This is an optimization exercise on Yosys and OpenROAD, whose aim is small area, a short achievable clock period and few clock cycles, not a production implementation. Only simulation tests tie the RTL to the original design; equivalence was not proved. No activity file was given, so power comes from the tool's default toggle rates.

==> flow/design.v (excerpt) <==
module alu_arbiter #(
  parameter int MUL_LAT = 3
) (
  input  logic        clk,
  input  logic        reset,
  input  logic        i_reqA_valid,
  input  logic        i_reqB_valid,
  output logic        o_reqA_ready,
  output logic        o_reqB_ready,
  input  logic [31:0] i_reqA_op1,
  input  logic [31:0] i_reqA_op2,
  input  logic [31:0] i_reqB_op1,
  input  logic [31:0] i_reqB_op2,
  input  logic [3:0]  i_reqA_sel,
  input  logic [3:0]  i_reqB_sel,
  output logic        o_rsp_valid,
  input  logic        i_rsp_ready,
  output logic        o_rsp_id,
  output logic [31:0] o_rsp_data,
  output logic        o_rsp_zflag,
  output logic        o_busy
);
Size: ~2,500 cells after synthesis, ~180 I/O pins.
clock: 9.5 ns
lec_check: 0
abc_area: 1
abc_clock_period_in_ps: 4700
cap_margin: 20
core_margin: 2
core_utilization: 40
setup_slack_margin: 4.8
slew_margin: 20
standard.sh (not shown) runs the stock make flow with config.mk's settings and CLKGATE_MAP_FILE= SYNTH_SCRIPT=/design/flow/synth_recipe.tcl, a recipe that flattens the netlist after the stock synthesis.
==> flow/flow/run.sh <==
#!/bin/bash
# Standard ORFS layout with two changes:
#  - after the standard synthesis, polarity.py removes inverters (it picks the
#    polarity of each full adder and XOR gate, both of which can absorb an
#    inversion, and splits half adders whose inputs are both inverted);
#    registers, ports and all other cells are unchanged;
#  - the port buffers are buf_1 cells (the resizer may upsize them) instead
#    of the default delay-buffer cell.
set -euo pipefail
R=orfs/results/${FLOW_PLATFORM}/alu_arbiter/base
bash standard.sh synth > log_synth.txt 2>&1
python3 flow/polarity.py $R/1_2_yosys.v $R/1_2_yosys.pol.v > log_polarity.txt 2>&1
mv $R/1_2_yosys.pol.v $R/1_2_yosys.v
rm -f $R/1_synth.odb $R/1_synth.sdc
bash standard.sh BUFFER_PORTS_ARGS="-buffer_cell sky130_fd_sc_hd__buf_1" finish > log_layout.txt 2>&1
Other scripts of this flow, unchanged in this note and not shown: flow/flow/polarity.py
Testbench counts at the start, summed over its fixed seeds: cycles 2,416.
==> next run, changes <==
--- a/flow/design.v
+++ b/flow/design.v
@@ -27,13 +27,12 @@
   logic        is_mul, is_add, is_sub, is_and, is_or, is_slt;
   logic [31:0] ax, ay;
   logic [15:0] d_one, d_two, d_neg;
   logic        v1, id1;      
   logic        pick;         
   logic        qa, qb;       
-  logic        nv2, nlast_b;  
   logic [31:0] ma;           
   logic [31:0] ma_n;         
   logic [15:0] bo_n, bt_n;   
   assign ma = ~ma_n;
   assign bo = ~bo_n;
   assign bt = ~bt_n;
@@ -42,14 +41,14 @@
   logic [15:0] bo, bt, bn;   
   logic        v2, id2;      
   logic        cin2;
   assign cap_b   = v1 ? ~id1 : pick;
   assign cap_v   = cap_b ? i_reqB_valid : i_reqA_valid;
   assign stall        = v2 & ~i_rsp_ready;
-  assign o_reqA_ready = qa & i_reqA_valid & ~reset & (i_rsp_ready | nv2) & (~i_reqB_valid | ~nlast_b);
-  assign o_reqB_ready = qb & i_reqB_valid & ~reset & (i_rsp_ready | nv2) & (~i_reqA_valid | nlast_b);
+  assign o_reqA_ready = qa & i_reqA_valid & ~reset & ~stall & (~i_reqB_valid | last_b);
+  assign o_reqB_ready = qb & i_reqB_valid & ~reset & ~stall & (~i_reqA_valid | ~last_b);
   assign accept       = o_reqA_ready | o_reqB_ready;
   assign o_rsp_valid  = v2;
   assign o_rsp_id     = id2;
   assign o_busy       = v2;
   assign a   = cap_b ? i_reqB_op1 : i_reqA_op1;
   assign b   = cap_b ? i_reqB_op2 : i_reqA_op2;
@@ -79,21 +78,17 @@
     if (reset) begin
       last_b <= 1'b1;
       pick   <= 1'b0;
       v1     <= 1'b0;
       qa     <= 1'b0;
       qb     <= 1'b0;
-      nv2    <= 1'b1;
-      nlast_b <= 1'b0;
       v2     <= 1'b0;
     end else begin
       v1 <= cap_v;
       qa <= cap_v & ~cap_b;
       qb <= cap_v & cap_b;
-      if (accept) nlast_b <= ~id1;
-      if (!stall) nv2 <= ~accept;
       pick <= v1 ? id1 : ~pick;
       if (accept) last_b <= id1;
       if (!stall) v2 <= accept;
     end
   end
   always_ff @(posedge clk) begin
The new run produced a clean layout. Sequential share of layout area came out higher by 0.17 points. Clock power shrinks by about 2%. Sequential power climbs by about 3%. Via count drops by 1.6%. Setup slack loses 0.054 ns. Flip-flop and latch count falls by 1. Clock-buffer cell count rises by 1. Clock skew went down by 0.0066 ns. Combinational power drops by about 3%. Design area came out lower by 1.5%. Hold slack loses 0.017 ns. Die area goes down by 0.83%.
Testbench counts after the change, summed over its fixed seeds: cycles 2,416.

## what the ideal ports hide
No port has a modelled driver above. Below, the same layouts with a new extraction and two added sets of constraints. Step 1 assumes that a clkbuf_16 drives the clock port and a buf_2 every other input. Step 2 times the ports against the registers' clock, not the clock port: input delays grow and output delays shrink by t, the midpoint of the rising clock arrivals with the driver on. Three values: no drivers, after step 1, after step 2; two values: the first two.
run | shift t [ns] | setup slack, ns | worst setup path after step 2 | slew at the worst register clock pin (ns) | cell pins on the clock port's net
the first run | 0.526 | 4.940 / 4.880 / 4.921 | input to output | 0.08 / 0.08 | 1
the second run | 0.516 | 4.886 / 4.862 / 4.862 | input to output | 0.08 / 0.08 | 1
After both steps setup and hold are still met in every run listed. The setup slack of the second run, which loses most, moves by -0.024 ns with the drivers and by -0.024 ns with both steps.
